This is an optimization exercise on Yosys and OpenROAD, whose aim is a short achievable clock period and few clock cycles, not a production implementation.
Function was checked by simulation only, so behaviour that the tests miss may differ from the original.
No activity file was given, so power comes from the tool's default toggle rates.

<file path="design/flow/design.v">
module mini_alu_core #(
    parameter int DATA_W  = 16,
    parameter int ADDR_W  = 8,
    parameter int DEPTH   = 254,
    parameter int IP_W    = 16,
    parameter int LED_W   = 8,
    localparam int INSTR_W = 4 + 3 * ADDR_W
) (
    input  logic               Clock,
    input  logic               Reset,
    input  logic               iRun,
    output logic [IP_W-1:0]    oIP,
    input  logic [INSTR_W-1:0] iInstruction,
    output logic [LED_W-1:0]   oLed,
    output logic               oBusy
);
    localparam logic [3:0] OP_ADD  = 4'd1;
    localparam logic [3:0] OP_SUB  = 4'd2;
    localparam logic [3:0] OP_SMUL = 4'd3;
    localparam logic [3:0] OP_STO  = 4'd4;
    localparam logic [3:0] OP_BLE  = 4'd5;
    localparam logic [3:0] OP_JMP  = 4'd6;
    localparam logic [3:0] OP_LED  = 4'd7;
    localparam int MUL_BITS = 64;
    function automatic logic readsS1(input logic [3:0] op);
        readsS1 = (op == OP_ADD) || (op == OP_SUB) || (op == OP_SMUL) || (op == OP_BLE) || (op == OP_LED);
    endfunction
    function automatic logic readsS0(input logic [3:0] op);
        readsS0 = (op == OP_ADD) || (op == OP_SUB) || (op == OP_SMUL) || (op == OP_BLE);
    endfunction
    logic [IP_W-1:0]       pc_q;
    logic                  eWen_q, eSub_q, eLed_q, eBle_q, eMul_q, ePred_q;
    logic [ADDR_W-1:0]     eDst_q;
    logic [IP_W-1:0]       eRedir_q;
    logic [DATA_W-1:0]     eOpA_q, eOpB_q;
    logic                  eAr_q, eA1_q, eA2_q, eAL_q, eAH_q;
    logic                  eBr_q, eB1_q, eB2_q, eBL_q, eBH_q;
    logic                  wWen_q, wMul_q;
    logic [ADDR_W-1:0]     wDst_q;
    logic [DATA_W-1:0]     wRes_q;
    logic [MUL_BITS-1:0]   mul_q;
    logic                  xWen_q;
    logic [ADDR_W-1:0]     xDst_q;
    logic [DATA_W-1:0]     xRes_q;
    logic [DATA_W-1:0]     rl_q, rh_q;
    logic [LED_W-1:0]      led_q;
    logic [DATA_W-1:0]     regs_q [DEPTH];
    logic [3:0]            fOp;
    logic [ADDR_W-1:0]     fDst, fS1, fS0;
    logic                  fPred;
    logic [IP_W-1:0]       pcp1;
    assign fOp  = iInstruction[27:24];
    assign fDst = iInstruction[23:16];
    assign fS1  = iInstruction[15:8];
    assign fS0  = iInstruction[7:0];
    assign pcp1 = pc_q + 1'b1;
    assign fPred = (fOp == OP_JMP) ||
                   ((fOp == OP_BLE) && ((pc_q[IP_W-1:ADDR_W] != '0) || (fDst <= pc_q[ADDR_W-1:0])));
    logic                  rRdA, rRdB, rWen, rSto, rStall;
    logic                  rA1, rA2, rAL, rAH, rB1, rB2, rBL, rBH;
    logic [DATA_W-1:0]     rdA, rdB;
    assign rRdA = readsS1(fOp);
    assign rRdB = readsS0(fOp);
    assign rSto = fOp == OP_STO;
    assign rWen = ((fOp == OP_ADD) || (fOp == OP_SUB) || (fOp == OP_STO)) && (fDst < ADDR_W'(DEPTH));
    assign rAL = rRdA && (fS1 == ADDR_W'(254));
    assign rAH = rRdA && (fS1 == ADDR_W'(255));
    assign rBL = rRdB && (fS0 == ADDR_W'(254));
    assign rBH = rRdB && (fS0 == ADDR_W'(255));
    assign rA1 = rRdA && eWen_q && (eDst_q == fS1);
    assign rA2 = rRdA && wWen_q && (wDst_q == fS1) && !rA1;
    assign rB1 = rRdB && eWen_q && (eDst_q == fS0);
    assign rB2 = rRdB && wWen_q && (wDst_q == fS0) && !rB1;
    assign rStall = eMul_q && (rAL || rAH || rBL || rBH);
    assign rdA = rSto ? iInstruction[15:0] : ((fS1 < ADDR_W'(DEPTH)) ? regs_q[fS1] : '0);
    assign rdB = (fS0 < ADDR_W'(DEPTH)) ? regs_q[fS0] : '0;
    logic [DATA_W-1:0]     ma, mb, eRes;
    logic                  eLe, eMiss;
    logic [MUL_BITS-1:0]   mul_d;
    assign ma = ({DATA_W{eAr_q}} & eOpA_q) | ({DATA_W{eA1_q}} & wRes_q) | ({DATA_W{eA2_q}} & xRes_q) |
                ({DATA_W{eAL_q}} & rl_q)   | ({DATA_W{eAH_q}} & rh_q);
    assign mb = ({DATA_W{eBr_q}} & eOpB_q) | ({DATA_W{eB1_q}} & wRes_q) | ({DATA_W{eB2_q}} & xRes_q) |
                ({DATA_W{eBL_q}} & rl_q)   | ({DATA_W{eBH_q}} & rh_q);
    assign eRes  = eSub_q ? (ma - mb) : (ma + mb);
    assign eLe   = $signed(ma) <= $signed(mb);
    assign eMiss = eBle_q && (eLe != ePred_q);
    logic [2*DATA_W-1:0]   mul_prod;
    wire bo0 = mb[0] ^ 1'b0;
    wire bt0 = (mb[1] & ~mb[0] & ~1'b0) | (~mb[1] & mb[0] & 1'b0);
    wire bn0 = mb[1];
    wire pp0_0 = ((bo0 & ma[0]) | (bt0 & 1'b0)) ^ bn0;
    wire pp0_1 = ((bo0 & ma[1]) | (bt0 & ma[0])) ^ bn0;
    wire pp0_2 = ((bo0 & ma[2]) | (bt0 & ma[1])) ^ bn0;
    wire pp0_3 = ((bo0 & ma[3]) | (bt0 & ma[2])) ^ bn0;
    wire pp0_4 = ((bo0 & ma[4]) | (bt0 & ma[3])) ^ bn0;
    wire pp0_5 = ((bo0 & ma[5]) | (bt0 & ma[4])) ^ bn0;
    wire pp0_6 = ((bo0 & ma[6]) | (bt0 & ma[5])) ^ bn0;
    wire pp0_7 = ((bo0 & ma[7]) | (bt0 & ma[6])) ^ bn0;
    wire pp0_8 = ((bo0 & ma[8]) | (bt0 & ma[7])) ^ bn0;
    wire pp0_9 = ((bo0 & ma[9]) | (bt0 & ma[8])) ^ bn0;
    wire pp0_10 = ((bo0 & ma[10]) | (bt0 & ma[9])) ^ bn0;
    wire pp0_11 = ((bo0 & ma[11]) | (bt0 & ma[10])) ^ bn0;
    wire pp0_12 = ((bo0 & ma[12]) | (bt0 & ma[11])) ^ bn0;
    wire pp0_13 = ((bo0 & ma[13]) | (bt0 & ma[12])) ^ bn0;
    wire pp0_14 = ((bo0 & ma[14]) | (bt0 & ma[13])) ^ bn0;
    wire pp0_15 = ((bo0 & ma[15]) | (bt0 & ma[14])) ^ bn0;
    wire pp0_16 = ((bo0 & ma[15]) | (bt0 & ma[15])) ^ bn0;
    wire bo1 = mb[2] ^ mb[1];
    wire bt1 = (mb[3] & ~mb[2] & ~mb[1]) | (~mb[3] & mb[2] & mb[1]);
    wire bn1 = mb[3];
    wire pp1_0 = ((bo1 & ma[0]) | (bt1 & 1'b0)) ^ bn1;
    wire pp1_1 = ((bo1 & ma[1]) | (bt1 & ma[0])) ^ bn1;
    wire pp1_2 = ((bo1 & ma[2]) | (bt1 & ma[1])) ^ bn1;
    wire pp1_3 = ((bo1 & ma[3]) | (bt1 & ma[2])) ^ bn1;
    wire pp1_4 = ((bo1 & ma[4]) | (bt1 & ma[3])) ^ bn1;
    wire pp1_5 = ((bo1 & ma[5]) | (bt1 & ma[4])) ^ bn1;
    wire pp1_6 = ((bo1 & ma[6]) | (bt1 & ma[5])) ^ bn1;
    wire pp1_7 = ((bo1 & ma[7]) | (bt1 & ma[6])) ^ bn1;
    wire pp1_8 = ((bo1 & ma[8]) | (bt1 & ma[7])) ^ bn1;
    wire pp1_9 = ((bo1 & ma[9]) | (bt1 & ma[8])) ^ bn1;
    wire pp1_10 = ((bo1 & ma[10]) | (bt1 & ma[9])) ^ bn1;
    wire pp1_11 = ((bo1 & ma[11]) | (bt1 & ma[10])) ^ bn1;
    wire pp1_12 = ((bo1 & ma[12]) | (bt1 & ma[11])) ^ bn1;
    wire pp1_13 = ((bo1 & ma[13]) | (bt1 & ma[12])) ^ bn1;
    wire pp1_14 = ((bo1 & ma[14]) | (bt1 & ma[13])) ^ bn1;
    wire pp1_15 = ((bo1 & ma[15]) | (bt1 & ma[14])) ^ bn1;
    wire pp1_16 = ((bo1 & ma[15]) | (bt1 & ma[15])) ^ bn1;
    wire bo2 = mb[4] ^ mb[3];
    wire bt2 = (mb[5] & ~mb[4] & ~mb[3]) | (~mb[5] & mb[4] & mb[3]);
    wire bn2 = mb[5];
    wire pp2_0 = ((bo2 & ma[0]) | (bt2 & 1'b0)) ^ bn2;
    wire pp2_1 = ((bo2 & ma[1]) | (bt2 & ma[0])) ^ bn2;
    wire pp2_2 = ((bo2 & ma[2]) | (bt2 & ma[1])) ^ bn2;
    wire pp2_3 = ((bo2 & ma[3]) | (bt2 & ma[2])) ^ bn2;
    wire pp2_4 = ((bo2 & ma[4]) | (bt2 & ma[3])) ^ bn2;
    wire pp2_5 = ((bo2 & ma[5]) | (bt2 & ma[4])) ^ bn2;
    wire pp2_6 = ((bo2 & ma[6]) | (bt2 & ma[5])) ^ bn2;
    wire pp2_7 = ((bo2 & ma[7]) | (bt2 & ma[6])) ^ bn2;
    wire pp2_8 = ((bo2 & ma[8]) | (bt2 & ma[7])) ^ bn2;
    wire pp2_9 = ((bo2 & ma[9]) | (bt2 & ma[8])) ^ bn2;
    wire pp2_10 = ((bo2 & ma[10]) | (bt2 & ma[9])) ^ bn2;
    wire pp2_11 = ((bo2 & ma[11]) | (bt2 & ma[10])) ^ bn2;
    wire pp2_12 = ((bo2 & ma[12]) | (bt2 & ma[11])) ^ bn2;
    wire pp2_13 = ((bo2 & ma[13]) | (bt2 & ma[12])) ^ bn2;
    wire pp2_14 = ((bo2 & ma[14]) | (bt2 & ma[13])) ^ bn2;
    wire pp2_15 = ((bo2 & ma[15]) | (bt2 & ma[14])) ^ bn2;
    wire pp2_16 = ((bo2 & ma[15]) | (bt2 & ma[15])) ^ bn2;
    wire bo3 = mb[6] ^ mb[5];
    wire bt3 = (mb[7] & ~mb[6] & ~mb[5]) | (~mb[7] & mb[6] & mb[5]);
    wire bn3 = mb[7];
    wire pp3_0 = ((bo3 & ma[0]) | (bt3 & 1'b0)) ^ bn3;
    wire pp3_1 = ((bo3 & ma[1]) | (bt3 & ma[0])) ^ bn3;
    wire pp3_2 = ((bo3 & ma[2]) | (bt3 & ma[1])) ^ bn3;
    wire pp3_3 = ((bo3 & ma[3]) | (bt3 & ma[2])) ^ bn3;
    wire pp3_4 = ((bo3 & ma[4]) | (bt3 & ma[3])) ^ bn3;
    wire pp3_5 = ((bo3 & ma[5]) | (bt3 & ma[4])) ^ bn3;
    wire pp3_6 = ((bo3 & ma[6]) | (bt3 & ma[5])) ^ bn3;
    wire pp3_7 = ((bo3 & ma[7]) | (bt3 & ma[6])) ^ bn3;
    wire pp3_8 = ((bo3 & ma[8]) | (bt3 & ma[7])) ^ bn3;
    wire pp3_9 = ((bo3 & ma[9]) | (bt3 & ma[8])) ^ bn3;
    wire pp3_10 = ((bo3 & ma[10]) | (bt3 & ma[9])) ^ bn3;
    wire pp3_11 = ((bo3 & ma[11]) | (bt3 & ma[10])) ^ bn3;
    wire pp3_12 = ((bo3 & ma[12]) | (bt3 & ma[11])) ^ bn3;
    wire pp3_13 = ((bo3 & ma[13]) | (bt3 & ma[12])) ^ bn3;
    wire pp3_14 = ((bo3 & ma[14]) | (bt3 & ma[13])) ^ bn3;
    wire pp3_15 = ((bo3 & ma[15]) | (bt3 & ma[14])) ^ bn3;
    wire pp3_16 = ((bo3 & ma[15]) | (bt3 & ma[15])) ^ bn3;
    wire bo4 = mb[8] ^ mb[7];
    wire bt4 = (mb[9] & ~mb[8] & ~mb[7]) | (~mb[9] & mb[8] & mb[7]);
    wire bn4 = mb[9];
    wire pp4_0 = ((bo4 & ma[0]) | (bt4 & 1'b0)) ^ bn4;
    wire pp4_1 = ((bo4 & ma[1]) | (bt4 & ma[0])) ^ bn4;
    wire pp4_2 = ((bo4 & ma[2]) | (bt4 & ma[1])) ^ bn4;
    wire pp4_3 = ((bo4 & ma[3]) | (bt4 & ma[2])) ^ bn4;
    wire pp4_4 = ((bo4 & ma[4]) | (bt4 & ma[3])) ^ bn4;
    wire pp4_5 = ((bo4 & ma[5]) | (bt4 & ma[4])) ^ bn4;
    wire pp4_6 = ((bo4 & ma[6]) | (bt4 & ma[5])) ^ bn4;
    wire pp4_7 = ((bo4 & ma[7]) | (bt4 & ma[6])) ^ bn4;
    wire pp4_8 = ((bo4 & ma[8]) | (bt4 & ma[7])) ^ bn4;
    wire pp4_9 = ((bo4 & ma[9]) | (bt4 & ma[8])) ^ bn4;
    wire pp4_10 = ((bo4 & ma[10]) | (bt4 & ma[9])) ^ bn4;
    wire pp4_11 = ((bo4 & ma[11]) | (bt4 & ma[10])) ^ bn4;
    wire pp4_12 = ((bo4 & ma[12]) | (bt4 & ma[11])) ^ bn4;
    wire pp4_13 = ((bo4 & ma[13]) | (bt4 & ma[12])) ^ bn4;
    wire pp4_14 = ((bo4 & ma[14]) | (bt4 & ma[13])) ^ bn4;
    wire pp4_15 = ((bo4 & ma[15]) | (bt4 & ma[14])) ^ bn4;
    wire pp4_16 = ((bo4 & ma[15]) | (bt4 & ma[15])) ^ bn4;
    wire bo5 = mb[10] ^ mb[9];
    wire bt5 = (mb[11] & ~mb[10] & ~mb[9]) | (~mb[11] & mb[10] & mb[9]);
    wire bn5 = mb[11];
    wire pp5_0 = ((bo5 & ma[0]) | (bt5 & 1'b0)) ^ bn5;
    wire pp5_1 = ((bo5 & ma[1]) | (bt5 & ma[0])) ^ bn5;
    wire pp5_2 = ((bo5 & ma[2]) | (bt5 & ma[1])) ^ bn5;
    wire pp5_3 = ((bo5 & ma[3]) | (bt5 & ma[2])) ^ bn5;
    wire pp5_4 = ((bo5 & ma[4]) | (bt5 & ma[3])) ^ bn5;
    wire pp5_5 = ((bo5 & ma[5]) | (bt5 & ma[4])) ^ bn5;
    wire pp5_6 = ((bo5 & ma[6]) | (bt5 & ma[5])) ^ bn5;
    wire pp5_7 = ((bo5 & ma[7]) | (bt5 & ma[6])) ^ bn5;
    wire pp5_8 = ((bo5 & ma[8]) | (bt5 & ma[7])) ^ bn5;
    wire pp5_9 = ((bo5 & ma[9]) | (bt5 & ma[8])) ^ bn5;
    wire pp5_10 = ((bo5 & ma[10]) | (bt5 & ma[9])) ^ bn5;
    wire pp5_11 = ((bo5 & ma[11]) | (bt5 & ma[10])) ^ bn5;
    wire pp5_12 = ((bo5 & ma[12]) | (bt5 & ma[11])) ^ bn5;
    wire pp5_13 = ((bo5 & ma[13]) | (bt5 & ma[12])) ^ bn5;
    wire pp5_14 = ((bo5 & ma[14]) | (bt5 & ma[13])) ^ bn5;
    wire pp5_15 = ((bo5 & ma[15]) | (bt5 & ma[14])) ^ bn5;
    wire pp5_16 = ((bo5 & ma[15]) | (bt5 & ma[15])) ^ bn5;
    wire bo6 = mb[12] ^ mb[11];
    wire bt6 = (mb[13] & ~mb[12] & ~mb[11]) | (~mb[13] & mb[12] & mb[11]);
    wire bn6 = mb[13];
    wire pp6_0 = ((bo6 & ma[0]) | (bt6 & 1'b0)) ^ bn6;
    wire pp6_1 = ((bo6 & ma[1]) | (bt6 & ma[0])) ^ bn6;
    wire pp6_2 = ((bo6 & ma[2]) | (bt6 & ma[1])) ^ bn6;
    wire pp6_3 = ((bo6 & ma[3]) | (bt6 & ma[2])) ^ bn6;
    wire pp6_4 = ((bo6 & ma[4]) | (bt6 & ma[3])) ^ bn6;
    wire pp6_5 = ((bo6 & ma[5]) | (bt6 & ma[4])) ^ bn6;
    wire pp6_6 = ((bo6 & ma[6]) | (bt6 & ma[5])) ^ bn6;
    wire pp6_7 = ((bo6 & ma[7]) | (bt6 & ma[6])) ^ bn6;
    wire pp6_8 = ((bo6 & ma[8]) | (bt6 & ma[7])) ^ bn6;
    wire pp6_9 = ((bo6 & ma[9]) | (bt6 & ma[8])) ^ bn6;
    wire pp6_10 = ((bo6 & ma[10]) | (bt6 & ma[9])) ^ bn6;
    wire pp6_11 = ((bo6 & ma[11]) | (bt6 & ma[10])) ^ bn6;
    wire pp6_12 = ((bo6 & ma[12]) | (bt6 & ma[11])) ^ bn6;
    wire pp6_13 = ((bo6 & ma[13]) | (bt6 & ma[12])) ^ bn6;
    wire pp6_14 = ((bo6 & ma[14]) | (bt6 & ma[13])) ^ bn6;
    wire pp6_15 = ((bo6 & ma[15]) | (bt6 & ma[14])) ^ bn6;
    wire pp6_16 = ((bo6 & ma[15]) | (bt6 & ma[15])) ^ bn6;
    wire bo7 = mb[14] ^ mb[13];
    wire bt7 = (mb[15] & ~mb[14] & ~mb[13]) | (~mb[15] & mb[14] & mb[13]);
    wire bn7 = mb[15];
    wire pp7_0 = ((bo7 & ma[0]) | (bt7 & 1'b0)) ^ bn7;
    wire pp7_1 = ((bo7 & ma[1]) | (bt7 & ma[0])) ^ bn7;
    wire pp7_2 = ((bo7 & ma[2]) | (bt7 & ma[1])) ^ bn7;
    wire pp7_3 = ((bo7 & ma[3]) | (bt7 & ma[2])) ^ bn7;
    wire pp7_4 = ((bo7 & ma[4]) | (bt7 & ma[3])) ^ bn7;
    wire pp7_5 = ((bo7 & ma[5]) | (bt7 & ma[4])) ^ bn7;
    wire pp7_6 = ((bo7 & ma[6]) | (bt7 & ma[5])) ^ bn7;
    wire pp7_7 = ((bo7 & ma[7]) | (bt7 & ma[6])) ^ bn7;
    wire pp7_8 = ((bo7 & ma[8]) | (bt7 & ma[7])) ^ bn7;
    wire pp7_9 = ((bo7 & ma[9]) | (bt7 & ma[8])) ^ bn7;
    wire pp7_10 = ((bo7 & ma[10]) | (bt7 & ma[9])) ^ bn7;
    wire pp7_11 = ((bo7 & ma[11]) | (bt7 & ma[10])) ^ bn7;
    wire pp7_12 = ((bo7 & ma[12]) | (bt7 & ma[11])) ^ bn7;
    wire pp7_13 = ((bo7 & ma[13]) | (bt7 & ma[12])) ^ bn7;
    wire pp7_14 = ((bo7 & ma[14]) | (bt7 & ma[13])) ^ bn7;
    wire pp7_15 = ((bo7 & ma[15]) | (bt7 & ma[14])) ^ bn7;
    wire pp7_16 = ((bo7 & ma[15]) | (bt7 & ma[15])) ^ bn7;
    wire hs1 = pp0_10 ^ pp1_8;
    wire hc2 = pp0_10 & pp1_8;
    wire hs3 = pp0_11 ^ pp1_9;
    wire hc4 = pp0_11 & pp1_9;
    wire fs5 = pp0_12 ^ pp1_10 ^ pp2_8;
    wire fc6 = (pp0_12 & pp1_10) | (pp0_12 & pp2_8) | (pp1_10 & pp2_8);
    wire hs7 = pp3_6 ^ pp4_4;
    wire hc8 = pp3_6 & pp4_4;
    wire fs9 = pp0_13 ^ pp1_11 ^ pp2_9;
    wire fc10 = (pp0_13 & pp1_11) | (pp0_13 & pp2_9) | (pp1_11 & pp2_9);
    wire hs11 = pp3_7 ^ pp4_5;
    wire hc12 = pp3_7 & pp4_5;
    wire fs13 = pp0_14 ^ pp1_12 ^ pp2_10;
    wire fc14 = (pp0_14 & pp1_12) | (pp0_14 & pp2_10) | (pp1_12 & pp2_10);
    wire fs15 = pp3_8 ^ pp4_6 ^ pp5_4;
    wire fc16 = (pp3_8 & pp4_6) | (pp3_8 & pp5_4) | (pp4_6 & pp5_4);
    wire hs17 = pp6_2 ^ pp7_0;
    wire hc18 = pp6_2 & pp7_0;
    wire fs19 = pp0_15 ^ pp1_13 ^ pp2_11;
    wire fc20 = (pp0_15 & pp1_13) | (pp0_15 & pp2_11) | (pp1_13 & pp2_11);
    wire fs21 = pp3_9 ^ pp4_7 ^ pp5_5;
    wire fc22 = (pp3_9 & pp4_7) | (pp3_9 & pp5_5) | (pp4_7 & pp5_5);
    wire hs23 = pp6_3 ^ pp7_1;
    wire hc24 = pp6_3 & pp7_1;
    wire fs25 = ~pp0_16 ^ pp1_14 ^ pp2_12;
    wire fc26 = (~pp0_16 & pp1_14) | (~pp0_16 & pp2_12) | (pp1_14 & pp2_12);
    wire fs27 = pp3_10 ^ pp4_8 ^ pp5_6;
    wire fc28 = (pp3_10 & pp4_8) | (pp3_10 & pp5_6) | (pp4_8 & pp5_6);
    wire fs29 = pp6_4 ^ pp7_2 ^ 1'b1;
    wire fc30 = (pp6_4 & pp7_2) | (pp6_4 & 1'b1) | (pp7_2 & 1'b1);
    wire fs31 = pp1_15 ^ pp2_13 ^ pp3_11;
    wire fc32 = (pp1_15 & pp2_13) | (pp1_15 & pp3_11) | (pp2_13 & pp3_11);
    wire fs33 = pp4_9 ^ pp5_7 ^ pp6_5;
    wire fc34 = (pp4_9 & pp5_7) | (pp4_9 & pp6_5) | (pp5_7 & pp6_5);
    wire hs35 = pp7_3 ^ 1'b1;
    wire hc36 = pp7_3 & 1'b1;
    wire fs37 = ~pp1_16 ^ pp2_14 ^ pp3_12;
    wire fc38 = (~pp1_16 & pp2_14) | (~pp1_16 & pp3_12) | (pp2_14 & pp3_12);
    wire fs39 = pp4_10 ^ pp5_8 ^ pp6_6;
    wire fc40 = (pp4_10 & pp5_8) | (pp4_10 & pp6_6) | (pp5_8 & pp6_6);
    wire fs41 = pp2_15 ^ pp3_13 ^ pp4_11;
    wire fc42 = (pp2_15 & pp3_13) | (pp2_15 & pp4_11) | (pp3_13 & pp4_11);
    wire hs43 = pp5_9 ^ pp6_7;
    wire hc44 = pp5_9 & pp6_7;
    wire fs45 = ~pp2_16 ^ pp3_14 ^ pp4_12;
    wire fc46 = (~pp2_16 & pp3_14) | (~pp2_16 & pp4_12) | (pp3_14 & pp4_12);
    wire hs47 = pp3_15 ^ pp4_13;
    wire hc48 = pp3_15 & pp4_13;
    wire hs49 = pp0_6 ^ pp1_4;
    wire hc50 = pp0_6 & pp1_4;
    wire hs51 = pp0_7 ^ pp1_5;
    wire hc52 = pp0_7 & pp1_5;
    wire fs53 = pp0_8 ^ pp1_6 ^ pp2_4;
    wire fc54 = (pp0_8 & pp1_6) | (pp0_8 & pp2_4) | (pp1_6 & pp2_4);
    wire hs55 = pp3_2 ^ pp4_0;
    wire hc56 = pp3_2 & pp4_0;
    wire fs57 = pp0_9 ^ pp1_7 ^ pp2_5;
    wire fc58 = (pp0_9 & pp1_7) | (pp0_9 & pp2_5) | (pp1_7 & pp2_5);
    wire hs59 = pp3_3 ^ pp4_1;
    wire hc60 = pp3_3 & pp4_1;
    wire fs61 = hs1 ^ pp2_6 ^ pp3_4;
    wire fc62 = (hs1 & pp2_6) | (hs1 & pp3_4) | (pp2_6 & pp3_4);
    wire fs63 = pp4_2 ^ pp5_0 ^ bn5;
    wire fc64 = (pp4_2 & pp5_0) | (pp4_2 & bn5) | (pp5_0 & bn5);
    wire fs65 = hs3 ^ pp2_7 ^ pp3_5;
    wire fc66 = (hs3 & pp2_7) | (hs3 & pp3_5) | (pp2_7 & pp3_5);
    wire fs67 = pp4_3 ^ pp5_1 ^ hc2;
    wire fc68 = (pp4_3 & pp5_1) | (pp4_3 & hc2) | (pp5_1 & hc2);
    wire fs69 = fs5 ^ hs7 ^ pp5_2;
    wire fc70 = (fs5 & hs7) | (fs5 & pp5_2) | (hs7 & pp5_2);
    wire fs71 = pp6_0 ^ bn6 ^ hc4;
    wire fc72 = (pp6_0 & bn6) | (pp6_0 & hc4) | (bn6 & hc4);
    wire fs73 = fs9 ^ hs11 ^ pp5_3;
    wire fc74 = (fs9 & hs11) | (fs9 & pp5_3) | (hs11 & pp5_3);
    wire fs75 = pp6_1 ^ fc6 ^ hc8;
    wire fc76 = (pp6_1 & fc6) | (pp6_1 & hc8) | (fc6 & hc8);
    wire fs77 = fs13 ^ fs15 ^ hs17;
    wire fc78 = (fs13 & fs15) | (fs13 & hs17) | (fs15 & hs17);
    wire fs79 = bn7 ^ fc10 ^ hc12;
    wire fc80 = (bn7 & fc10) | (bn7 & hc12) | (fc10 & hc12);
    wire fs81 = fs19 ^ fs21 ^ hs23;
    wire fc82 = (fs19 & fs21) | (fs19 & hs23) | (fs21 & hs23);
    wire fs83 = fc14 ^ fc16 ^ hc18;
    wire fc84 = (fc14 & fc16) | (fc14 & hc18) | (fc16 & hc18);
    wire fs85 = fs25 ^ fs27 ^ fs29;
    wire fc86 = (fs25 & fs27) | (fs25 & fs29) | (fs27 & fs29);
    wire fs87 = fc20 ^ fc22 ^ hc24;
    wire fc88 = (fc20 & fc22) | (fc20 & hc24) | (fc22 & hc24);
    wire fs89 = fs31 ^ fs33 ^ hs35;
    wire fc90 = (fs31 & fs33) | (fs31 & hs35) | (fs33 & hs35);
    wire fs91 = fc26 ^ fc28 ^ fc30;
    wire fc92 = (fc26 & fc28) | (fc26 & fc30) | (fc28 & fc30);
    wire fs93 = fs37 ^ fs39 ^ pp7_4;
    wire fc94 = (fs37 & fs39) | (fs37 & pp7_4) | (fs39 & pp7_4);
    wire fs95 = fc32 ^ fc34 ^ hc36;
    wire fc96 = (fc32 & fc34) | (fc32 & hc36) | (fc34 & hc36);
    wire fs97 = fs41 ^ hs43 ^ pp7_5;
    wire fc98 = (fs41 & hs43) | (fs41 & pp7_5) | (hs43 & pp7_5);
    wire fs99 = 1'b1 ^ fc38 ^ fc40;
    wire fc100 = (1'b1 & fc38) | (1'b1 & fc40) | (fc38 & fc40);
    wire fs101 = fs45 ^ pp5_10 ^ pp6_8;
    wire fc102 = (fs45 & pp5_10) | (fs45 & pp6_8) | (pp5_10 & pp6_8);
    wire fs103 = pp7_6 ^ fc42 ^ hc44;
    wire fc104 = (pp7_6 & fc42) | (pp7_6 & hc44) | (fc42 & hc44);
    wire fs105 = hs47 ^ pp5_11 ^ pp6_9;
    wire fc106 = (hs47 & pp5_11) | (hs47 & pp6_9) | (pp5_11 & pp6_9);
    wire fs107 = pp7_7 ^ 1'b1 ^ fc46;
    wire fc108 = (pp7_7 & 1'b1) | (pp7_7 & fc46) | (1'b1 & fc46);
    wire fs109 = ~pp3_16 ^ pp4_14 ^ pp5_12;
    wire fc110 = (~pp3_16 & pp4_14) | (~pp3_16 & pp5_12) | (pp4_14 & pp5_12);
    wire fs111 = pp6_10 ^ pp7_8 ^ hc48;
    wire fc112 = (pp6_10 & pp7_8) | (pp6_10 & hc48) | (pp7_8 & hc48);
    wire fs113 = pp4_15 ^ pp5_13 ^ pp6_11;
    wire fc114 = (pp4_15 & pp5_13) | (pp4_15 & pp6_11) | (pp5_13 & pp6_11);
    wire hs115 = pp7_9 ^ 1'b1;
    wire hc116 = pp7_9 & 1'b1;
    wire fs117 = ~pp4_16 ^ pp5_14 ^ pp6_12;
    wire fc118 = (~pp4_16 & pp5_14) | (~pp4_16 & pp6_12) | (pp5_14 & pp6_12);
    wire hs119 = pp5_15 ^ pp6_13;
    wire hc120 = pp5_15 & pp6_13;
    wire hs121 = pp0_4 ^ pp1_2;
    wire hc122 = pp0_4 & pp1_2;
    wire hs123 = pp0_5 ^ pp1_3;
    wire hc124 = pp0_5 & pp1_3;
    wire fs125 = hs49 ^ pp2_2 ^ pp3_0;
    wire fc126 = (hs49 & pp2_2) | (hs49 & pp3_0) | (pp2_2 & pp3_0);
    wire fs127 = hs51 ^ pp2_3 ^ pp3_1;
    wire fc128 = (hs51 & pp2_3) | (hs51 & pp3_1) | (pp2_3 & pp3_1);
    wire fs129 = fs53 ^ hs55 ^ bn4;
    wire fc130 = (fs53 & hs55) | (fs53 & bn4) | (hs55 & bn4);
    wire fs131 = fs57 ^ hs59 ^ fc54;
    wire fc132 = (fs57 & hs59) | (fs57 & fc54) | (hs59 & fc54);
    wire fs133 = fs61 ^ fs63 ^ fc58;
    wire fc134 = (fs61 & fs63) | (fs61 & fc58) | (fs63 & fc58);
    wire fs135 = fs65 ^ fs67 ^ fc62;
    wire fc136 = (fs65 & fs67) | (fs65 & fc62) | (fs67 & fc62);
    wire fs137 = fs69 ^ fs71 ^ fc66;
    wire fc138 = (fs69 & fs71) | (fs69 & fc66) | (fs71 & fc66);
    wire fs139 = fs73 ^ fs75 ^ fc70;
    wire fc140 = (fs73 & fs75) | (fs73 & fc70) | (fs75 & fc70);
    wire fs141 = fs77 ^ fs79 ^ fc74;
    wire fc142 = (fs77 & fs79) | (fs77 & fc74) | (fs79 & fc74);
    wire fs143 = fs81 ^ fs83 ^ fc78;
    wire fc144 = (fs81 & fs83) | (fs81 & fc78) | (fs83 & fc78);
    wire fs145 = fs85 ^ fs87 ^ fc82;
    wire fc146 = (fs85 & fs87) | (fs85 & fc82) | (fs87 & fc82);
    wire fs147 = fs89 ^ fs91 ^ fc86;
    wire fc148 = (fs89 & fs91) | (fs89 & fc86) | (fs91 & fc86);
    wire fs149 = fs93 ^ fs95 ^ fc90;
    wire fc150 = (fs93 & fs95) | (fs93 & fc90) | (fs95 & fc90);
    wire fs151 = fs97 ^ fs99 ^ fc94;
    wire fc152 = (fs97 & fs99) | (fs97 & fc94) | (fs99 & fc94);
    wire fs153 = fs101 ^ fs103 ^ fc98;
    wire fc154 = (fs101 & fs103) | (fs101 & fc98) | (fs103 & fc98);
    wire fs155 = fs105 ^ fs107 ^ fc102;
    wire fc156 = (fs105 & fs107) | (fs105 & fc102) | (fs107 & fc102);
    wire fs157 = fs109 ^ fs111 ^ fc106;
    wire fc158 = (fs109 & fs111) | (fs109 & fc106) | (fs111 & fc106);
    wire fs159 = fs113 ^ hs115 ^ fc110;
    wire fc160 = (fs113 & hs115) | (fs113 & fc110) | (hs115 & fc110);
    wire fs161 = fs117 ^ pp7_10 ^ fc114;
    wire fc162 = (fs117 & pp7_10) | (fs117 & fc114) | (pp7_10 & fc114);
    wire fs163 = hs119 ^ pp7_11 ^ 1'b1;
    wire fc164 = (hs119 & pp7_11) | (hs119 & 1'b1) | (pp7_11 & 1'b1);
    wire fs165 = ~pp5_16 ^ pp6_14 ^ pp7_12;
    wire fc166 = (~pp5_16 & pp6_14) | (~pp5_16 & pp7_12) | (pp6_14 & pp7_12);
    wire hs167 = pp6_15 ^ pp7_13;
    wire hc168 = pp6_15 & pp7_13;
    wire hs169 = pp0_2 ^ pp1_0;
    wire hc170 = pp0_2 & pp1_0;
    wire hs171 = pp0_3 ^ pp1_1;
    wire hc172 = pp0_3 & pp1_1;
    wire fs173 = hs121 ^ pp2_0 ^ bn2;
    wire fc174 = (hs121 & pp2_0) | (hs121 & bn2) | (pp2_0 & bn2);
    wire fs175 = hs123 ^ pp2_1 ^ hc122;
    wire fc176 = (hs123 & pp2_1) | (hs123 & hc122) | (pp2_1 & hc122);
    wire fs177 = fs125 ^ bn3 ^ hc124;
    wire fc178 = (fs125 & bn3) | (fs125 & hc124) | (bn3 & hc124);
    wire fs179 = fs127 ^ hc50 ^ fc126;
    wire fc180 = (fs127 & hc50) | (fs127 & fc126) | (hc50 & fc126);
    wire fs181 = fs129 ^ hc52 ^ fc128;
    wire fc182 = (fs129 & hc52) | (fs129 & fc128) | (hc52 & fc128);
    wire fs183 = fs131 ^ hc56 ^ fc130;
    wire fc184 = (fs131 & hc56) | (fs131 & fc130) | (hc56 & fc130);
    wire fs185 = fs133 ^ hc60 ^ fc132;
    wire fc186 = (fs133 & hc60) | (fs133 & fc132) | (hc60 & fc132);
    wire fs187 = fs135 ^ fc64 ^ fc134;
    wire fc188 = (fs135 & fc64) | (fs135 & fc134) | (fc64 & fc134);
    wire fs189 = fs137 ^ fc68 ^ fc136;
    wire fc190 = (fs137 & fc68) | (fs137 & fc136) | (fc68 & fc136);
    wire fs191 = fs139 ^ fc72 ^ fc138;
    wire fc192 = (fs139 & fc72) | (fs139 & fc138) | (fc72 & fc138);
    wire fs193 = fs141 ^ fc76 ^ fc140;
    wire fc194 = (fs141 & fc76) | (fs141 & fc140) | (fc76 & fc140);
    wire fs195 = fs143 ^ fc80 ^ fc142;
    wire fc196 = (fs143 & fc80) | (fs143 & fc142) | (fc80 & fc142);
    wire fs197 = fs145 ^ fc84 ^ fc144;
    wire fc198 = (fs145 & fc84) | (fs145 & fc144) | (fc84 & fc144);
    wire fs199 = fs147 ^ fc88 ^ fc146;
    wire fc200 = (fs147 & fc88) | (fs147 & fc146) | (fc88 & fc146);
    wire fs201 = fs149 ^ fc92 ^ fc148;
    wire fc202 = (fs149 & fc92) | (fs149 & fc148) | (fc92 & fc148);
    wire fs203 = fs151 ^ fc96 ^ fc150;
    wire fc204 = (fs151 & fc96) | (fs151 & fc150) | (fc96 & fc150);
    wire fs205 = fs153 ^ fc100 ^ fc152;
    wire fc206 = (fs153 & fc100) | (fs153 & fc152) | (fc100 & fc152);
    wire fs207 = fs155 ^ fc104 ^ fc154;
    wire fc208 = (fs155 & fc104) | (fs155 & fc154) | (fc104 & fc154);
    wire fs209 = fs157 ^ fc108 ^ fc156;
    wire fc210 = (fs157 & fc108) | (fs157 & fc156) | (fc108 & fc156);
    wire fs211 = fs159 ^ fc112 ^ fc158;
    wire fc212 = (fs159 & fc112) | (fs159 & fc158) | (fc112 & fc158);
    wire fs213 = fs161 ^ hc116 ^ fc160;
    wire fc214 = (fs161 & hc116) | (fs161 & fc160) | (hc116 & fc160);
    wire fs215 = fs163 ^ fc118 ^ fc162;
    wire fc216 = (fs163 & fc118) | (fs163 & fc162) | (fc118 & fc162);
    wire fs217 = fs165 ^ hc120 ^ fc164;
    wire fc218 = (fs165 & hc120) | (fs165 & fc164) | (hc120 & fc164);
    wire fs219 = hs167 ^ 1'b1 ^ fc166;
    wire fc220 = (hs167 & 1'b1) | (hs167 & fc166) | (1'b1 & fc166);
    wire fs221 = ~pp6_16 ^ pp7_14 ^ hc168;
    wire fc222 = (~pp6_16 & pp7_14) | (~pp6_16 & hc168) | (pp7_14 & hc168);
    wire hs223 = pp7_15 ^ 1'b1;
    wire hc224 = pp7_15 & 1'b1;
    assign mul_d = {1'b0, hc224, fc222, fc220, fc218, fc216, fc214, fc212, fc210, fc208, fc206, fc204, fc202, fc200, fc198, fc196, fc194, fc192, fc190, fc188, fc186, fc184, fc182, fc180, fc178, fc176, fc174, hc172, hc170, bn1, 1'b0, bn0, 1'b1, ~pp7_16, hs223, fs221, fs219, fs217, fs215, fs213, fs211, fs209, fs207, fs205, fs203, fs201, fs199, fs197, fs195, fs193, fs191, fs189, fs187, fs185, fs183, fs181, fs179, fs177, fs175, fs173, hs171, hs169, pp0_1, pp0_0};
    assign mul_prod = mul_q[31:0] + mul_q[63:32];
    always_ff @(posedge Clock or posedge Reset) begin
        if (Reset) begin
            pc_q    <= '0;
            eWen_q  <= 1'b0;
            eLed_q  <= 1'b0;
            eBle_q  <= 1'b0;
            eMul_q  <= 1'b0;
            wWen_q  <= 1'b0;
            wMul_q  <= 1'b0;
            xWen_q  <= 1'b0;
            led_q   <= '0;
            rl_q    <= '0;
            rh_q    <= '0;
        end else begin
            if (iRun) begin
                if (eMiss)        pc_q <= eRedir_q;
                else if (!rStall) pc_q <= fPred ? IP_W'(fDst) : pcp1;
                if (eMiss || rStall) begin
                    eWen_q <= 1'b0;
                    eLed_q <= 1'b0;
                    eBle_q <= 1'b0;
                    eMul_q <= 1'b0;
                end else begin
                    eWen_q <= rWen;
                    eLed_q <= fOp == OP_LED;
                    eBle_q <= fOp == OP_BLE;
                    eMul_q <= fOp == OP_SMUL;
                end
                wWen_q <= eWen_q;
                wMul_q <= eMul_q;
                xWen_q <= wWen_q;
                if (eLed_q) led_q <= ma[LED_W-1:0];
            end
            if (wMul_q) {rh_q, rl_q} <= mul_prod;
        end
    end
    always_ff @(posedge Clock) begin
        if (iRun) begin
            eSub_q   <= fOp == OP_SUB;
            ePred_q  <= fPred;
            eDst_q   <= fDst;
            eRedir_q <= fPred ? pcp1 : IP_W'(fDst);
            eOpA_q   <= rdA;
            eOpB_q   <= rdB;
            eAr_q    <= (rRdA || rSto) && !(rA1 || rA2 || rAL || rAH);
            eA1_q    <= rA1;
            eA2_q    <= rA2;
            eAL_q    <= rAL;
            eAH_q    <= rAH;
            eBr_q    <= rRdB && !(rB1 || rB2 || rBL || rBH);
            eB1_q    <= rB1;
            eB2_q    <= rB2;
            eBL_q    <= rBL;
            eBH_q    <= rBH;
            wDst_q   <= eDst_q;
            wRes_q   <= eRes;
            mul_q    <= mul_d;
            xDst_q   <= wDst_q;
            xRes_q   <= wRes_q;
        end
    end
    always_ff @(posedge Clock) begin
        if (wWen_q) regs_q[wDst_q] <= wRes_q;
    end
    assign oIP   = pc_q;
    assign oLed  = led_q;
    assign oBusy = wMul_q;
endmodule
</file>
<file path="design/flow/run.sh">
#!/bin/bash
# synth_recipe.tcl (not shown) runs the flow's synth.tcl, then flattens the netlist and writes it again
# the make line also repeats each setting of config.mk as NAME=value (left out here)
make -C /OpenROAD-flow-scripts/flow DESIGN_CONFIG=/design/flow/config.mk WORK_HOME=/design/flow/orfs CLKGATE_MAP_FILE= SYNTH_SCRIPT=/design/flow/synth_recipe.tcl finish
</file>
<file path="design/flow/config.mk">
export PLATFORM = sky130hd
export DESIGN_NAME = mini_alu_core
export DESIGN_NICKNAME = mini_alu_core
export VERILOG_FILES = /design/flow/design.v
export SDC_FILE = /design/flow/constraint.sdc
export NUM_CORES = 4
export LEC_CHECK = 0
export CAP_MARGIN = 30
export CORE_MARGIN = 2
export CORE_UTILIZATION = 40
export SETUP_SLACK_MARGIN = 5
export SLEW_MARGIN = 40
export TNS_END_PERCENT = 100
</file>
<file path="design/flow/constraint.sdc">
create_clock -name core_clock -period 10.0 [get_ports {Clock}]
set_input_delay 2.0000 -clock core_clock [delete_from_list [all_inputs] [get_ports {Clock}]]
set_output_delay 2.0000 -clock core_clock [all_outputs]
set_load 0.01 [all_outputs]
</file>
==> summary.md, run 1 <==
| Metric | Value |
|---|---|
| Initial antenna violation count | 55 |
| Routed wire length | 728,900 µm |
| Die area | 523,700 µm² |
| CTS tree | done |
| Pre-antenna DRT Iters | 19 |
| # clock sinks | 4,295 |
| Area Overhead vs Synth | 14.18% |
| GRT Resource Usage Total | 27.13% |
| Cell taking the most area after synthesis | edfxtp_1 |
| CP Class | input pin to register |
| Ports | 56 |
| Die H | 723.7 µm |
| CTS root buf | clkbuf_16 |
| Number of flops mapped to enable cells by yosys | 4,233 |
| Vias in the first global route | 123.5k |
| CTS Buf Count | 449 |
| Cell with the most instances after synthesis | edfxtp_1 |
| Post-synthesis cell area | 207,200 µm² |
| Vias per inst | 6.823 |
| Critical path startpoint | iInstruction[14] |
| First-pass GRT wire length | 997,300 µm |
| Worst slack, placed | 2.689 ns |
| CP required | 10.81 ns |
| DR vias | 126.6k |
| Status | no timing/DRC/antenna violations |
| Yosys reg bits | 4,295 |
| Hold crit path type | register to register |
| Starting density of the core | 40.13% |
| Worst setup SP type | input pin |
| Post-Place Cells | 17.61k |
| Share of cells above drive strength 1 | 34.74% |
| Post-layout util | 45.82% |
| Syn Area/Cell | 18.81 µm² |
| Clock Latency Late Sink | 1.09 ns |
| Worst-path fanout max | 47 |
| Final WS setup | 4.856 ns |
| Fin nets | 11.44k |
| Core Region | 516,300 µm² |
| Top cells by area, synth | edfxtp_1, mux4_2, mux2i_1 |
| Reg-to-Reg Start | eB2_q$_DFFE_PP_ |
| Power after layout | 55.73 mW |
| Max clock buf depth | 4 |
| Reg2Reg Depth | 14 |
| Die X | 723.7 µm |
| PwrDens | 235.6 nW/µm² |
| RSZ-0062 raised after global routing | true |
| Crit path arrival time | 5.96 ns |
| Filler cells | 42.87k |
| CP endpoint | eOpA_q[9]$_DFFE_PP_ |
| DR iter-0 viols | 21.66k |
| Post-route ant nets | 0 |
| Crit. End Element | register |
| Layout Cells excl Fill | 18.56k |
| Top_reg_cell synth | edfxtp_1 |
| Ys async rst share | 1.444% |
| Gpl congestion | 0.9055 |
| VDD IR-drop max | 401.6 µV |
| Post-route DRC | 0 |
| Placement row count | 264 |
| Largest net degree at the start of global routing | 207 |
| Post-route design area | 236,600 µm² |
| H-tree levels | 5 |
| R2R setup slack | 5.09 ns |
| Post-synthesis cell count | 11.02k |
| Mapped Nets | 11.23k |
| IO buf count | 55 |
| # setup viols final | 0 |
| Hold WS | 0.5035 ns |
| Max transition margin | 33.14% |
| CTS Hold Bufs | 0 |
| Max cap viols | 0 |
| Commonest cells post-synth | edfxtp_1, mux4_2, mux2i_1, clkbuf_1, nor2_1 |
| Fin crit share | 51.44% |
| Leakage | 74.68 nW |
| Yosys top cell area share | 61.35% |
| RR Endpoint | mul_q[18]$_DFFE_PP_ |
| Area after DPL | 219,900 µm² |
| Sequential fraction of the synthesis area | 62.10% |
| Count of cell types in the netlist | 84 |
| Total gr overflow | 0 |
| Clock Pin Slew Worst Setup and Hold Paths | 0.06 ns |
| Final min period | 5.144 ns |
| Routed length per instance | 39.28 µm |
| Hold Vio Cnt, Final | 0 |
| Fmax achieved | 0.1944 GHz |
| Post-Route Skew | 0.09773 ns |
| Post-DP HPWL | 437,300 µm |
| Ys Warns | 1 |
| Fin. max-slew vios | 0 |
| Final setup TNS | 0 ns |
| Worst slew pin tran | 0.9983 ns |
## flip-flops by register name, indices dropped and copies added (netlist names), 8 cells and up
name      count
wRes_q       16
rh_q         16
led_q         8
eDst_q        8
wDst_q        8
pc_q         16
xRes_q       16
rl_q         16
mul_q        61
eOpA_q       16
regs_q     4064
eRedir_q     16
eOpB_q       16
## timing repair
| action | in CTS | in global routing |
|---|---|---|
| resized for setup | 78 | 76 |
| setup buffers | 17 | 19 |
| cloned | 14 | 10 |
| pin swaps | 2 | 3 |
| setup endpoints to repair | 80 | 69 |
## cell type report
class,instances,area [µm²],area share [%]
timing repair buffer,700,8029,3.394
clock buffer,536,11670,4.933
timing repair inverter,6,32.53,0.01375
sequential,4295,128700,54.39
multi-input combinational,5629,76060,32.15
inverter,149,633.1,0.2676
clock inverter,300,2754,1.164
tap,6916,8653,3.658
antenna,25,62.56,0.02645
## how the worst min path moves through the flow
stage	slack [ns]	start	end	cells after the start
after global placement	0.48	eRedir_q[11]$_SDFFCE_PN0P_	pc_q[11]$_DFFE_PP0P_	1
after CTS	0.51	eRedir_q[9]$_SDFFCE_PN0P_	pc_q[9]$_DFFE_PP0P_	1
final	0.50	eRedir_q[9]$_SDFFCE_PN0P_	pc_q[9]$_DFFE_PP0P_	1
after global routing	0.52	eRedir_q[11]$_SDFFCE_PN0P_	pc_q[11]$_DFFE_PP0P_	1
after floorplan	0.47	eRedir_q[11]$_SDFFCE_PN0P_	pc_q[11]$_DFFE_PP0P_	1
after detailed placement	0.49	eRedir_q[9]$_SDFFCE_PN0P_	pc_q[9]$_DFFE_PP0P_	1
## kinds of logic after synthesis
logic type | share of synthesized area [%]
xor gates and xnor gates | 0.4439
muxes | 27.27
AOI/OAI and AO/OA | 4.530
DFF | 62.10
and+or+nand+nor | 2.137
buffers and inverters | 2.144
adders and majority gates | 1.376
## power by group
part | leakage (nW) | internal (mW) | switching, mW
combinational | 28.8 | 5.23 | 10.2
sequential | 38.9 | 23.2 | 0.362
clock | 7.03 | 9.37 | 7.33
## routing by layer
metal  vias up  GRT usage, %  wire length (µm)  part of all wire, %
met1     67810         37.05            267000                   37
met2      9460         41.04            326700                   45
met4        30         12.07             39610                  5.4
met3      1630         7.178             95290                   13
met5         -             0               394                0.054
li1      47680             -                 -                    -
## worst max-delay path: stages
cell,delay [ns]
buf_4,0.44
buf_12,0.46
clkinv_1,0.71
buf_4,0.56
a31oi_2,0.47
a21boi_0,0.66
a2111oi_0,0.18
a22o_1,0.29
## placed cells by master, fill, tap and decap left out, drive strengths merged, types with 60 or more instances in the layout
cell type and n:
xnor2 87, mux4 2184, nand2 246, edfxtp 4233
o21ai 332, dfrtp 62, mux2 60, a2111oi 63
o221ai 188, clkbuf 547, nor2 455, clkinv 238
mux2i 662, nand3 89, ha 95, a21oi 352
buf 639, inv 139, o22ai 202, fa 83
Testbench counts, summed over its fixed seeds: cycles 26,558.
==> run 2: changes to the inputs <==
--- a/design/flow/design.v
+++ b/design/flow/design.v
@@ -29,7 +29,7 @@
         readsS0 = (op == OP_ADD) || (op == OP_SUB) || (op == OP_SMUL) || (op == OP_BLE);
     endfunction
     logic [IP_W-1:0]       pc_q;
-    logic                  eWen_q, eSub_q, eLed_q, eBle_q, eMul_q, ePred_q;
+    logic                  eWen_q, eSub_q, eLed_q, eBle_q, eMul_q, ePred_q, eLedML_q, eLedMH_q;
     logic [ADDR_W-1:0]     eDst_q;
     logic [IP_W-1:0]       eRedir_q;
     logic [DATA_W-1:0]     eOpA_q, eOpB_q;
@@ -56,7 +56,7 @@
     assign pcp1 = pc_q + 1'b1;
     assign fPred = (fOp == OP_JMP) ||
                    ((fOp == OP_BLE) && ((pc_q[IP_W-1:ADDR_W] != '0) || (fDst <= pc_q[ADDR_W-1:0])));
-    logic                  rRdA, rRdB, rWen, rSto, rStall;
+    logic                  rRdA, rRdB, rWen, rSto, rStall, rLedM;
     logic                  rA1, rA2, rAL, rAH, rB1, rB2, rBL, rBH;
     logic [DATA_W-1:0]     rdA, rdB;
     assign rRdA = readsS1(fOp);
@@ -71,7 +71,8 @@
     assign rA2 = rRdA && wWen_q && (wDst_q == fS1) && !rA1;
     assign rB1 = rRdB && eWen_q && (eDst_q == fS0);
     assign rB2 = rRdB && wWen_q && (wDst_q == fS0) && !rB1;
-    assign rStall = eMul_q && (rAL || rAH || rBL || rBH);
+    assign rLedM  = eMul_q && (fOp == OP_LED);
+    assign rStall = eMul_q && (rAL || rAH || rBL || rBH) && !rLedM;
     assign rdA = rSto ? iInstruction[15:0] : ((fS1 < ADDR_W'(DEPTH)) ? regs_q[fS1] : '0);
     assign rdB = (fS0 < ADDR_W'(DEPTH)) ? regs_q[fS0] : '0;
     logic [DATA_W-1:0]     ma, mb, eRes;
@@ -502,7 +503,8 @@
                 wWen_q <= eWen_q;
                 wMul_q <= eMul_q;
                 xWen_q <= wWen_q;
-                if (eLed_q) led_q <= ma[LED_W-1:0];
+                if (eLed_q) led_q <= eLedML_q ? mul_prod[LED_W-1:0] :
+                                     eLedMH_q ? mul_prod[DATA_W +: LED_W] : ma[LED_W-1:0];
             end
             if (wMul_q) {rh_q, rl_q} <= mul_prod;
         end
@@ -518,6 +520,8 @@
             eAr_q    <= (rRdA || rSto) && !(rA1 || rA2 || rAL || rAH);
             eA1_q    <= rA1;
             eA2_q    <= rA2;
+            eLedML_q <= rLedM && rAL;
+            eLedMH_q <= rLedM && rAH;
             eAL_q    <= rAL;
             eAH_q    <= rAH;
             eBr_q    <= rRdB && !(rB1 || rB2 || rBL || rBH);
==> design/flow/flow/run.sh (new file) <==
#!/bin/bash
set -euo pipefail
bash standard.sh SETUP_SLACK_MARGIN=6.5 finish > standard_flow.log 2>&1
==> design/flow/standard.sh (new file) <==
#!/bin/bash
# synth_recipe.tcl (not shown) runs the flow's synth.tcl, then flattens the netlist and writes it again
# the make line also repeats each setting of config.mk as NAME=value (left out here)
make -C /OpenROAD-flow-scripts/flow DESIGN_CONFIG=/design/flow/config.mk WORK_HOME=/design/flow/orfs CLKGATE_MAP_FILE= SYNTH_SCRIPT=/design/flow/synth_recipe.tcl "${@:-finish}"
--- a/design/flow/config.mk
+++ b/design/flow/config.mk
@@ -8,6 +8,5 @@
 export CAP_MARGIN = 30
 export CORE_MARGIN = 2
 export CORE_UTILIZATION = 40
-export SETUP_SLACK_MARGIN = 5
 export SLEW_MARGIN = 40
 export TNS_END_PERCENT = 100
removed: design/flow/run.sh
==> run 2 against run 1 <==
  * Setup slack better by 0.65 ns
  * Critical path depth up 2
  * Synthesized cell count increased by 0.56%
  * Clock skew decreased by 0.0017 ns
  * First-iteration DRC count increased by 0.41%
  * Die area up 0.18%
==> summary.md, run 2 <==
| Metric | Value |
|---|---|
| Routed wire length | 792,600 µm (+8.7%) |
| Hold Vio Cnt, Final | 0 (unchanged) |
| # setup viols final | 0 (unchanged) |
| Crit-path slowest cell | mux4_2 |
| CP Cell Sequence | buf_16 -> buf_16 -> buf_16 -> buf_6 -> buf_12 -> mux4_2 -> mux4_2 -> mux4_2 -> mux4_2 -> nor2b_1 |
| Post-DP HPWL | 432,800 µm (-1.0%) |
| Cell-internal power | 40.07 mW (+5.9%) |
| Reg-to-Reg Start | wRes_q[6]$_DFFE_PP_ |
| R2R setup slack | 5.59 ns (+0.50 ns) |
| H-tree levels | 5 (unchanged) |
| Post-route DRC | 0 (unchanged) |
| Starting density of the core | 40.15% (about the same) |
| Commonest cells post-synth | edfxtp_1, mux4_2, mux2i_1, clkbuf_1, nor2_1 |
| Routed length per instance | 41.29 µm (+5.1%) |
| CTS Buf Count | 454 (+1.1%) |
| Crit. End Element | register |
| Placement row count | 264 (unchanged) |
| Final min period | 4.498 ns (-0.6461 ns) |
| Yosys reg bits | 4,297 (+0.047%) |
| Max clock buf depth | 4 (unchanged) |
| Worst-path fanout max | 7 (-85%) |
| Top cells by area, synth | edfxtp_1, mux4_2, mux2i_1 |
| CTS root buf | clkbuf_16 |
| Post-route design area | 251,100 µm² (+6.1%) |
| Max reg flops | 4,064 (unchanged) |
| Die X | 724.3 µm (about the same) |
| Crit path arrival time | 5.30 ns (-0.66 ns) |
| CP dominant cell by count | mux4_2 |
| Cell with the most instances after synthesis | edfxtp_1 |
| Count of cell types in the netlist | 67 (-20%) |
| Filler cells | 41.46k (-3.3%) |
| DR iter-0 viols | 21.75k (+0.41%) |
| Critical path startpoint | iInstruction[0] |
| Post-Route Skew | 0.09605 ns (-0.001673 ns) |
| Post-synthesis cell count | 11.08k (+0.56%) |
| Fin. max-slew vios | 0 (unchanged) |
| Leakage | 81.28 nW (+8.8%) |
| Reg2Reg Depth | 14 (unchanged) |
| # clock sinks | 4,297 (+0.047%) |
| CP Class | input pin to register |
| Yosys top cell area share | 61.27% (-0.080 points) |
| Core Region | 516,900 µm² (+0.13%) |
| Sw Share | 32.77% (+0.69 points) |
| Clock Pin Slew Worst Setup and Hold Paths | 0.06 ns (about the same) |
| Syn Area/Cell | 18.73 µm² (-0.38%) |
| Vias in the first global route | 128.9k (+4.4%) |
| RR Endpoint | mul_q[18]$_DFFE_PP_ |
| Area after DPL | 219,900 µm² (about the same) |
| Fin nets | 12.09k (+5.7%) |
| Clock Latency Late Sink | 1.09 ns (about the same) |
| Final setup TNS | 0 ns (unchanged) |
| Number of flops mapped to enable cells by yosys | 4,235 (+0.047%) |
| GRT Resource Usage Total | 29.31% (+2.2 points) |
| Worst slew pin tran | 0.9972 ns (-0.001115 ns) |
| Sequential share of power | 39.7% (-2.7 points) |
| Mapped Nets | 11.29k (+0.55%) |
| First-pass GRT wire length | 1,064,000 µm (+6.7%) |
| Top flop regs | regs_q (4064), mul_q (61) |
| CP required | 10.80 ns (about the same) |
| Die area | 524,600 µm² (+0.18%) |
| Most flop-heavy register | regs_q |
| Max transition margin | 33.52% (+0.38 points) |
| Gpl congestion | 0.8865 (-2.1%) |
| Status | no timing/DRC/antenna violations |
| Commonest non-fill, non-tap cell in the layout | edfxtp_1 |
| Hold WS | 0.5065 ns (+0.002940 ns) |
| Clk pwr share | 28.6% (-1.4 points) |
| PwrDens | 237.4 nW/µm² (+0.77%) |
| Fmax achieved | 0.2223 GHz (+14%) |
| Sw Pwr | 19.53 mW (+9.2%) |
| Biggest cell delay along the critical path | 0.72 ns (about the same) |
| Initial antenna violation count | 62 (+13%) |
| CP endpoint | eOpB_q[14]$_SDFFCE_PP0P_ |
| DR vias | 132.2k (+4.5%) |
| Fin crit share | 44.98% (-6.5 points) |
| Pre-antenna DRT Iters | 11 (-8) |
| Comb pwr share | 31.7% (+4.0 points) |
| Post-synthesis cell area | 207,500 µm² (+0.18%) |
| VDD IR-drop max | 289.2 µV (-28%) |
| Die H | 724.3 µm (about the same) |
| RSZ-0062 raised after global routing | true |
| Share of cells above drive strength 1 | 41.71% (+7.0 points) |
| Total gr overflow | 0 (unchanged) |
| Post-route ant nets | 0 (unchanged) |
| Cell taking the most area after synthesis | edfxtp_1 |
| Sequential fraction of the synthesis area | 62.02% (-0.082 points) |
| Top_reg_cell synth | edfxtp_1 |
| Vias per inst | 6.888 (+0.96%) |
| Most frequent cells in the layout | edfxtp_1, mux4_2, mux2i_1 |
| Max cap viols | 0 (unchanged) |
| Ys async rst share | 1.443% (about the same) |
| Ys Warns | 1 (unchanged) |
| Ports | 56 (unchanged) |
| CTS tree | done |
| Largest net degree at the start of global routing | 194 (-6.3%) |
| Worst setup SP type | input pin |
| Area Overhead vs Synth | 20.98% |
| IO buf count | 55 (unchanged) |
| Hold crit path type | register to register |
## run 2: worst min path at each step
stage / slack (ns) / cells past startpoint / startpoint / to
after global routing: 0.51 / 2 / eRedir_q[11]$_SDFFCE_PN0P_ / pc_q[11]$_DFFE_PP0P_
after global placement: 0.49 / 2 / rh_q[6]$_DFFE_PP0P_ / rh_q[6]$_DFFE_PP0P_
final: 0.51 / 2 / eRedir_q[8]$_SDFFCE_PN0P_ / pc_q[8]$_DFFE_PP0P_
after floorplan: 0.47 / 2 / rh_q[8]$_DFFE_PP0P_ / rh_q[8]$_DFFE_PP0P_
after CTS: 0.50 / 2 / eRedir_q[8]$_SDFFCE_PN0P_ / pc_q[8]$_DFFE_PP0P_
after detailed placement: 0.50 / 2 / rh_q[6]$_DFFE_PP0P_ / rh_q[6]$_DFFE_PP0P_
## run 2: power by group through the flow
stage	Sequential [mW]	Clock, mW	Combinational (mW)
4_1_cts	23.6	17.2	17.7
3_5_place_dp	24.0	0	14.5
6_report	23.6	17.0	18.9
3_3_place_gp	24.0	0	13.8
2_1_floorplan	25.6	0	7.91
5_1_grt	23.7	17.8	20.0
## run 2: metal layers
layer	global-route usage, %	vias to the layer above	part of all wire (%)	routed length, µm
li1	-	49080	-	-
met1	37.26	70310	34	271600
met2	44.76	10510	45	357000
met3	8.823	2289	13	106700
met4	17.02	46	7.2	56980
met5	0.09159	-	0.039	307
## run 2: cell type report
class / count / area [µm²] / area share, %
Sequential cell: 4297 / 128700 / 51.28
Multi-Input combinational cell: 5695 / 79250 / 31.56
Timing Repair Buffer: 1287 / 18610 / 7.414
Clock buffer: 548 / 11830 / 4.710
Tap cell: 6916 / 8653 / 3.446
Clock inverter: 279 / 2925 / 1.165
Inverter: 140 / 893.4 / 0.3558
Timing Repair inverter: 9 / 108.9 / 0.04335
Antenna cell: 27 / 67.56 / 0.02691
## run 2: what timing repair did
action                                  in CTS  in global routing
buffers inserted                           410                110
endpoints found under the setup margin    1643                252
pin swaps                                  213                187
cloned                                     165                 29
hold buffers                                 0                  0
hold endpoints to repair                     0                  0
resized for setup                         1207                354
## run 2: stage by stage
step                      utilization [%]  worst slack (ns)  power [mW]  instances
final                               48.57             5.502       59.61      19200
after global routing                48.56             5.531       61.44      19180
after CTS                           47.92             5.611       58.48      19020
after detailed placement            42.53             3.110       38.48      17620
after global placement              42.34             3.064       37.81      17590
after floorplan                         -             3.279       33.53      11080
## run 2: worst max-delay path: cells and delay by family
kind | cells | cell delay (ns)
and+or+nand+nor | 1 | 0.14
buffers and inverters | 5 | 0.78
muxes | 4 | 2.27
## run 2: logic make-up after synthesis
logic type | after synthesis | synth area share, %
AOI/OAI and AO/OA | 1476 | 4.476
xor gates and xnor gates | 104 | 0.4389
adders and majority gates | 178 | 1.373
buffers and inverters | 1093 | 2.159
DFF | 4297 | 62.02
muxes | 2918 | 27.37
and+or+nand+nor | 1013 | 2.165
Testbench counts of run 2, summed over its fixed seeds: cycles 26,314.

[afterwards: timing with drivers on the ports]
How much do the figures lean on ideal ports? The routed layouts below were timed once more, with nothing changed but the port constraints.
Step 1: set_driving_cell puts a clkbuf_16 on Clock and a buf_2 on each other input, an assumption about the parent block.
Step 2 moves the port delays by t, midway between the first and last clock arrival at a register: inputs arrive t later, outputs are due t later. That takes back most of the time a late clock gives input paths.
a / b / c = ideal / step 1 / step 2; a / b = the first two.
run	t, ns	slack for setup (ns)	worst setup path after step 2
run 1	1.161	4.856 / 4.679 / 3.517	input to register
run 2	1.171	5.502 / 5.162 / 3.992	input to register
After both steps every run listed still meets setup and hold. For run 2, which loses most, drivers alone change the setup slack by -0.340 ns; drivers and shift together by -1.510 ns.
